Context: an optimization exercise on an open-source flow, tuned for small area. The choices shown serve that exercise and are no tape-out recipe.
Function was checked by simulation only, so behaviour that the tests miss may differ from the original.
Power is estimated from default activity; no workload was simulated.

[config.mk]
export PLATFORM = sky130hd
export DESIGN_NAME = active_list
export DESIGN_NICKNAME = active_list
export VERILOG_FILES = /design/flow/design.v
export SDC_FILE = /design/flow/constraint.sdc
export NUM_CORES = 4
export LEC_CHECK = 0
export CAP_MARGIN = 20
export CORE_MARGIN = 2
export CORE_UTILIZATION = 40
export SLEW_MARGIN = 20
[constraint.sdc]
create_clock -name core_clock -period 7.5 [get_ports {clk}]
set_input_delay 1.5000 -clock core_clock [delete_from_list [all_inputs] [get_ports {clk}]]
set_output_delay 1.5000 -clock core_clock [all_outputs]
set_load 0.01 [all_outputs]
[design.v]
`timescale 1ns/10ps
package active_list_pkg;
  typedef logic [$clog2(32)-1:0] al_index_t;
  typedef logic [$clog2(8)-1:0] dq_index_t;  
  typedef logic [6-1:0] reg_addr_t;  
  typedef logic [32-1:0] data_t;  
  typedef struct packed {
    reg_addr_t logical;   
    reg_addr_t physical;  
  } map_pair_t;
  typedef struct packed {
    al_index_t tag;   
    data_t     data;
  } wb_result_t;
  typedef struct packed {
    reg_addr_t physical;  
    data_t     data;      
  } commit_t;
endpackage
`timescale 1ns/10ps
module slot_encoder #(
  parameter int NUM_SLOTS = 8
) (
  input  logic [NUM_SLOTS-1:0]                                 slot_busy,
  output logic [((NUM_SLOTS > 1) ? $clog2(NUM_SLOTS) : 1)-1:0] free_slot,
  output logic                                                 all_busy
);
  localparam int IDX_W = (NUM_SLOTS > 1) ? $clog2(NUM_SLOTS) : 1;
  always_comb begin
    free_slot = '0;  
    for (int i = NUM_SLOTS - 1; i >= 0; i--) begin
      if (!slot_busy[i]) begin
        free_slot = IDX_W'(i);
      end
    end
  end
  assign all_busy = &slot_busy;
endmodule
`timescale 1ns/10ps
module result_queue (
  input  logic                       clk,
  input  logic                       rst_n,
  input  logic                       wb_write,     
  input  active_list_pkg::data_t     wb_data,      
  input  active_list_pkg::dq_index_t commit_slot,  
  input  logic                       retire,       
  input  logic                       queue_clear,  
  output active_list_pkg::dq_index_t write_slot,   
  output active_list_pkg::data_t     commit_data,  
  output logic                       queue_full
);
  logic [32-1:0] slot_data [8];  
  logic [8-1:0] slot_busy;              
  logic [8-1:0] busy_next;
  active_list_pkg::dq_index_t            free_slot;
  logic                 all_busy;
  slot_encoder #(
    .NUM_SLOTS (8)
  ) u_slot_encoder (
    .slot_busy (slot_busy),
    .free_slot (free_slot),
    .all_busy  (all_busy)
  );
  assign write_slot = free_slot;
  assign queue_full = all_busy;  
  always_comb begin
    busy_next = slot_busy;
    if (retire) begin
      busy_next[commit_slot] = 1'b0;
    end
    if (wb_write) begin
      busy_next[free_slot] = 1'b1;
    end
    if (queue_clear) begin
      busy_next = '0;  
    end
  end
  always_ff @(posedge clk or negedge rst_n) begin
    if (!rst_n) begin
      slot_busy <= '0;
    end else begin
      slot_busy <= busy_next;
    end
  end
  always_ff @(posedge clk) begin
    if (wb_write) begin
      slot_data[free_slot] <= wb_data;
    end
  end
  assign commit_data = slot_data[commit_slot];
endmodule
`timescale 1ns/10ps
module mapping_table (
  input  logic                        clk,
  input  logic                        rst_n,
  input  logic                        add_mapping,   
  input  active_list_pkg::map_pair_t  alloc_pair,
  input  logic                        wb_valid,      
  input  active_list_pkg::wb_result_t wb_result,
  input  active_list_pkg::dq_index_t  write_slot,    
  input  active_list_pkg::data_t      commit_data,   
  input  logic                        commit_ack,    
  input  logic                        flush,
  input  logic                        queue_full,
  output active_list_pkg::al_index_t  alloc_tag,
  output logic                        wb_write,
  output active_list_pkg::dq_index_t  commit_slot,
  output logic                        retire,
  output logic                        queue_clear,
  output logic                        commit_valid,
  output active_list_pkg::commit_t    commit,
  output logic                        restore_valid,
  output active_list_pkg::map_pair_t  restore_pair,
  output logic                        flush_busy
);
  localparam int CNT_W = $clog2(32) + 1;
  typedef enum logic {
    FLUSH_IDLE,  
    FLUSH_WALK   
  } flush_state_t;
  logic [2*6-1:0]             pair_mem [32];  
  logic [$clog2(8)-1:0]        qtag_mem [32];  
  logic [32-1:0] done;                  
  active_list_pkg::al_index_t            head;                  
  active_list_pkg::al_index_t            tail;                  
  active_list_pkg::al_index_t            tail_prev;             
  logic [CNT_W-1:0]     entry_count;           
  logic [CNT_W-1:0]     count_next;
  flush_state_t         flush_state;
  logic                 alloc_accept;
  logic                 walk_step;
  logic                 list_empty;
  logic [2*6-1:0] head_pair;  
  assign flush_busy = (flush_state == FLUSH_WALK);
  assign list_empty = (entry_count == '0);
  assign tail_prev  = tail - 1'b1;  
  assign alloc_accept = add_mapping && !flush_busy;
  assign wb_write     = wb_valid && !flush_busy && !queue_full;  
  assign queue_clear  = flush && !flush_busy;  
  assign alloc_tag = tail;
  assign commit_valid    = !list_empty && !flush_busy && done[head];
  assign commit_slot     = qtag_mem[head];
  assign head_pair       = pair_mem[head];  
  assign commit          = {head_pair[6-1:0], commit_data};  
  assign retire          = commit_ack && commit_valid;  
  assign walk_step     = flush_busy && !list_empty;
  assign restore_valid = walk_step;
  assign restore_pair  = pair_mem[tail_prev];
  always_comb begin
    count_next = entry_count;
    if (alloc_accept) begin
      count_next = count_next + 1'b1;
    end
    if (retire || walk_step) begin
      count_next = count_next - 1'b1;
    end
  end
  always_ff @(posedge clk or negedge rst_n) begin
    if (!rst_n) begin
      head        <= '0;
      tail        <= '0;
      entry_count <= '0;
      done        <= '0;
      flush_state <= FLUSH_IDLE;
    end else begin
      entry_count <= count_next;
      if (retire) begin
        head <= head + 1'b1;  
      end
      if (walk_step) begin
        tail <= tail_prev;
      end else if (alloc_accept) begin
        tail <= tail + 1'b1;
      end
      if (alloc_accept) begin
        done[tail] <= 1'b0;  
      end
      if (wb_write) begin
        done[wb_result.tag] <= 1'b1;
      end
      case (flush_state)
        FLUSH_IDLE: begin
          if (flush) begin
            flush_state <= FLUSH_WALK;
          end
        end
        FLUSH_WALK: begin
          if (list_empty) begin
            flush_state <= FLUSH_IDLE;
          end
        end
        default: flush_state <= FLUSH_IDLE;
      endcase
    end
  end
  always_ff @(posedge clk) begin
    if (alloc_accept) begin
      pair_mem[tail] <= alloc_pair;
    end
    if (wb_write) begin
      qtag_mem[wb_result.tag] <= write_slot;  
    end
  end
endmodule
`timescale 1ns/10ps
module active_list (
  input  logic        clk,
  input  logic        rst_n,
  input  logic        add_mapping,    
  input  logic [11:0] alloc_pair,     
  output logic [4:0]  alloc_tag,      
  input  logic        wb_valid,
  input  logic [36:0] wb_result,      
  input  logic        commit_ack,     
  input  logic        flush,
  output logic        commit_valid,
  output logic [37:0] commit,         
  output logic        restore_valid,  
  output logic [11:0] restore_pair,   
  output logic        flush_busy,
  output logic        dq_full         
);
  logic                        wb_write;
  logic                        retire;
  logic                        queue_clear;
  active_list_pkg::dq_index_t  write_slot;
  active_list_pkg::dq_index_t  commit_slot;
  active_list_pkg::data_t      commit_data;
  active_list_pkg::wb_result_t wb_res;
  assign wb_res = active_list_pkg::wb_result_t'(wb_result);
  mapping_table u_mapping_table (
    .clk           (clk),
    .rst_n         (rst_n),
    .add_mapping   (add_mapping),
    .alloc_pair    (active_list_pkg::map_pair_t'(alloc_pair)),
    .wb_valid      (wb_valid),
    .wb_result     (wb_res),
    .write_slot    (write_slot),
    .commit_data   (commit_data),
    .commit_ack    (commit_ack),
    .flush         (flush),
    .queue_full    (dq_full),
    .alloc_tag     (alloc_tag),
    .wb_write      (wb_write),
    .commit_slot   (commit_slot),
    .retire        (retire),
    .queue_clear   (queue_clear),
    .commit_valid  (commit_valid),
    .commit        (commit),
    .restore_valid (restore_valid),
    .restore_pair  (restore_pair),
    .flush_busy    (flush_busy)
  );
  result_queue u_result_queue (
    .clk         (clk),
    .rst_n       (rst_n),
    .wb_write    (wb_write),
    .wb_data     (wb_res.data),
    .commit_slot (commit_slot),
    .retire      (retire),
    .queue_clear (queue_clear),
    .write_slot  (write_slot),
    .commit_data (commit_data),
    .queue_full  (dq_full)
  );
endmodule
[run.sh]
#!/bin/bash
# synth_recipe.tcl (not shown) runs the flow's synth.tcl, then flattens the netlist and writes it again
# the make line also repeats each setting of config.mk as NAME=value (left out here)
make -C /OpenROAD-flow-scripts/flow DESIGN_CONFIG=/design/flow/config.mk WORK_HOME=/design/flow/orfs CLKGATE_MAP_FILE= SYNTH_SCRIPT=/design/flow/synth_recipe.tcl finish
==> metrics.cfg <==
[status]
status=no timing/DRC/antenna violations

[critical_path]
critPathKind=reg2out
r2r-start=u_mapping_table.head[2]
worst_setup_path_end_kind=primary output
reg2reg_depth=12
cp.required_ns=6.00
worstReg2RegEnd=u_result_queue.slot_busy[2]
start_kind=flip-flop
crit_arrival_ns=4.67
worst-r2r-setup-slack_ns=3.79
critPathMaxFanout=37

[min_path]
whs_path_depth=2
min-delay-start=u_mapping_table.done[23]
hp-class=reg2reg
holdPathEnd=u_mapping_table.done[23]

[floorplanning]
num_io_pins=114
start_util_pct=40.5
die_y_um=295
die_w_um=295
die_area_um2=87300
rows=106
coreArea_um2=83800

[drt]
drt-total-wl_mm=77.8
drc=0
dr.pass1.iters=5
wire_per_inst_um=24.7
viasPerCell=5.54
vias=17500
ant_nets=0
drt_iter0_drc=1552

[synth]
ys_seq_area_share_pct=69.2
synth-edff-count=736
syn_inst=1803
synth_seq_cells=793
synth_ff_type=edfxtp_1
synth_nets=1878
async_flop_share_pct=7.19
yosysWarnings=3
synth_area_per_cell_um2=18.8
syn_area_um2=34000
synth_cell_types=67

[timing]
hold_viol=0
rsz0062_at_grt=no
clock_skew_ns=0.0381
max_freq_mhz=162
timing.final.ws_setup_ns=1.33
setup_tns_ns=0
setup_viol=0
fin_crit_sh_pct=82.3
tightestPinTransition_ns=1.09
relSlewSlack_pct=27.1
finalMaxSlewViolations=0
fin_crit_ns=6.17

[placement]
io_buffers=113
dp.final_hpwl_mm=45.5
place_congestion=0.769
place_worst_setup_slack_ns=1.75

[power_and_ir_drop]
pwr-share-seq_pct=41.1
switchingPower_uw=3620
cellInternalPower_uw=9030
switching_share_pct=28.6
combPwrFrac_pct=26.9
vdd_ir_drop_max_v=0.000290
p_per_area_nw_per_um2=323
pwr-share-clk_pct=32.1
power_uw=12700
p_leak_uw=0.0121

[cells_and_area]
layout_common_cells=736 x edfxtp_1, 212 x mux2i_1, 199 x mux4_2
syn2layout_area_growth_pct=15.3
final_nets=2024
drive_gt1_share_pct=23.0
diodes=0
fin_util_pct=46.7
layout_commonest_cell=edfxtp_1

[clock_network]
worst_skew_pair.late_latency_ns=0.64
cts-root-buf=clkbuf_16
holdBufCountCts=0
clkSinkCount=793
clockBufferDepth=3
cts-htree-levels=3
ctsResizeCount=0
tritoncts=built
post_cts_buffers=0
clkTransAtPathRegs_ns=0.06
numCtsBuffers=84

[run]
max_cap_violations=0

[global_route]
grt_max_degree=70
grt_pass1_wl_mm=117
antenna_found_initial=6
grt_pass1_vias=18400
globalRoute.totalOverflow=0
grt_use_total_pct=18.0

registers in the layout, indices dropped and copies added, names as in the netlist:
name,flops
u_mapping_table.head,5
u_mapping_table.qtag_mem,96
u_mapping_table.done,32
u_mapping_table.entry_count,6
u_result_queue.slot_busy,8
u_mapping_table.flush_state,1
u_mapping_table.tail,5
u_result_queue.slot_data,256
u_mapping_table.pair_mem,384
logic make-up (layout without fill, tap and decap cells):
group / after synthesis / in the layout / share of synthesized area (%)
and+or+nand+nor: 278 / 278 / 3.72
xor gates and xnor gates: 27 / 27 / 0.696
adders and majority gates: 20 / 20 / 0.736
DFF: 793 / 793 / 69.2
AOI/OAI and AO/OA: 104 / 104 / 2.12
muxes: 463 / 463 / 21.5
buffers and inverters: 118 / 333 / 2.03
metal layers:
metal	GRT usage, %	wire length [um]
met1	24.1	32900
met2	29.7	38400
met3	4.23	5200
met4	4.44	1280
met5	0	63
per-stage QoR:
| step | instance area (um^2) | cells | hold slack (ns) |
|---|---|---|---|
| after floorplan | 34000 | 1803 | 0.443 |
| after global placement | 36500 | 2996 | 0.471 |
| after detailed placement | 36500 | 2996 | 0.474 |
| after CTS | 39200 | 3151 | 0.489 |
| after global routing | 39200 | 3152 | 0.518 |
| final | 39200 | 3152 | 0.490 |
worst max path at each step:
stage	start	endpoint	slack (ns)	cells past startpoint
after floorplan	wb_valid	u_result_queue.slot_data[3][0]	1.98	2
after global placement	u_mapping_table.head[0]	commit[8]	1.80	9
after detailed placement	u_mapping_table.head[0]	commit[28]	1.75	9
after CTS	u_mapping_table.head[0]	commit[28]	1.08	9
after global routing	u_mapping_table.head[1]	commit[12]	1.09	10
final	u_mapping_table.head[0]	commit[12]	1.33	10
synth_stat cells (6+ instances only):
| master | count | area (um^2) |
|---|---|---|
| edfxtp_1 | 736 | 22100 |
| mux2i_1 | 212 | 2120 |
| mux4_2 | 199 | 4480 |
| nor2_1 | 101 | 379 |
| nand2_1 | 86 | 323 |
| dfrtp_1 | 57 | 1430 |
| clkbuf_1 | 52 | 195 |
| mux2_2 | 38 | 428 |
| o21ai_0 | 35 | 175 |
| nand3_1 | 22 | 110 |
| ha_1 | 20 | 250 |
| inv_1 | 17 | 63.8 |
| xnor2_1 | 16 | 140 |
| buf_2 | 15 | 75.1 |
| nor3_1 | 12 | 60.1 |
| xor2_1 | 11 | 96.3 |
| a22o_1 | 10 | 87.6 |
| nand2b_1 | 10 | 62.6 |
| nand3b_1 | 8 | 60.1 |
| o31ai_1 | 8 | 60.1 |
| buf_1 | 7 | 26.3 |
| buf_12 | 7 | 140 |
| buf_6 | 7 | 78.8 |
| mux2_1 | 7 | 78.8 |
| mux4_1 | 7 | 184 |
| or3_1 | 7 | 43.8 |
| a21oi_1 | 6 | 30.0 |
| a221oi_1 | 6 | 52.6 |
| and3_1 | 6 | 37.5 |
power groups by stage:
stage | clock [uW] | combinational [uW] | sequential, uW
4_1_cts | 4150 | 3450 | 5190
6_report | 4060 | 3400 | 5190
3_3_place_gp | 0 | 3420 | 5280
3_5_place_dp | 0 | 3430 | 5290
5_1_grt | 4330 | 3620 | 5220
2_1_floorplan | 0 | 2220 | 5190
worst max-delay path, cell delays in order, from the launching register on:
cell	delay [ns]
dfrtp_4	0.71
mux4_1	0.61
o21a_1	0.19
a22o_1	0.24
a311oi_4	0.64
buf_6	0.25
buf_12	0.27
mux2i_1	0.22
mux2i_1	0.10
mux2_2	0.30
clkdlybuf4s50_1	0.49
cell type report:
cell class                      instances  area (um^2)
Tap cell                             1134         1420
Inverter                               19         71.3
Clock inverter                         54          520
Multi-Input combinational cell        892         9950
Timing Repair Buffer                  159         1480
Fill cell                            7077        44700
Clock buffer                          101         2190
Sequential cell                       793        23500

## re-timing with driven ports
No port has a modelled driver above. Below, the same layout with a new extraction and two added sets of constraints.
Step 1 sets driving cells, clkbuf_16 on the clock port and buf_2 on the other inputs (assumed; they add their load-dependent delay and slew).
Step 2 adds t to the input delays and takes it off the output delays; t is the mean of the earliest and latest rising clock arrival at the registers after step 1. Input paths then give back, and output paths get back, about the clock's delay inside the block.
a / b / c = ideal / step 1 / step 2; a / b = the first two.
t, ns: 0.688
slack for setup (ns): 1.328 / 1.262 / 1.950
pins driven straight from the clock port: 1
After both steps this run still meets setup and hold. For this run, drivers alone change the setup slack by -0.066 ns; drivers and shift together by +0.622 ns.
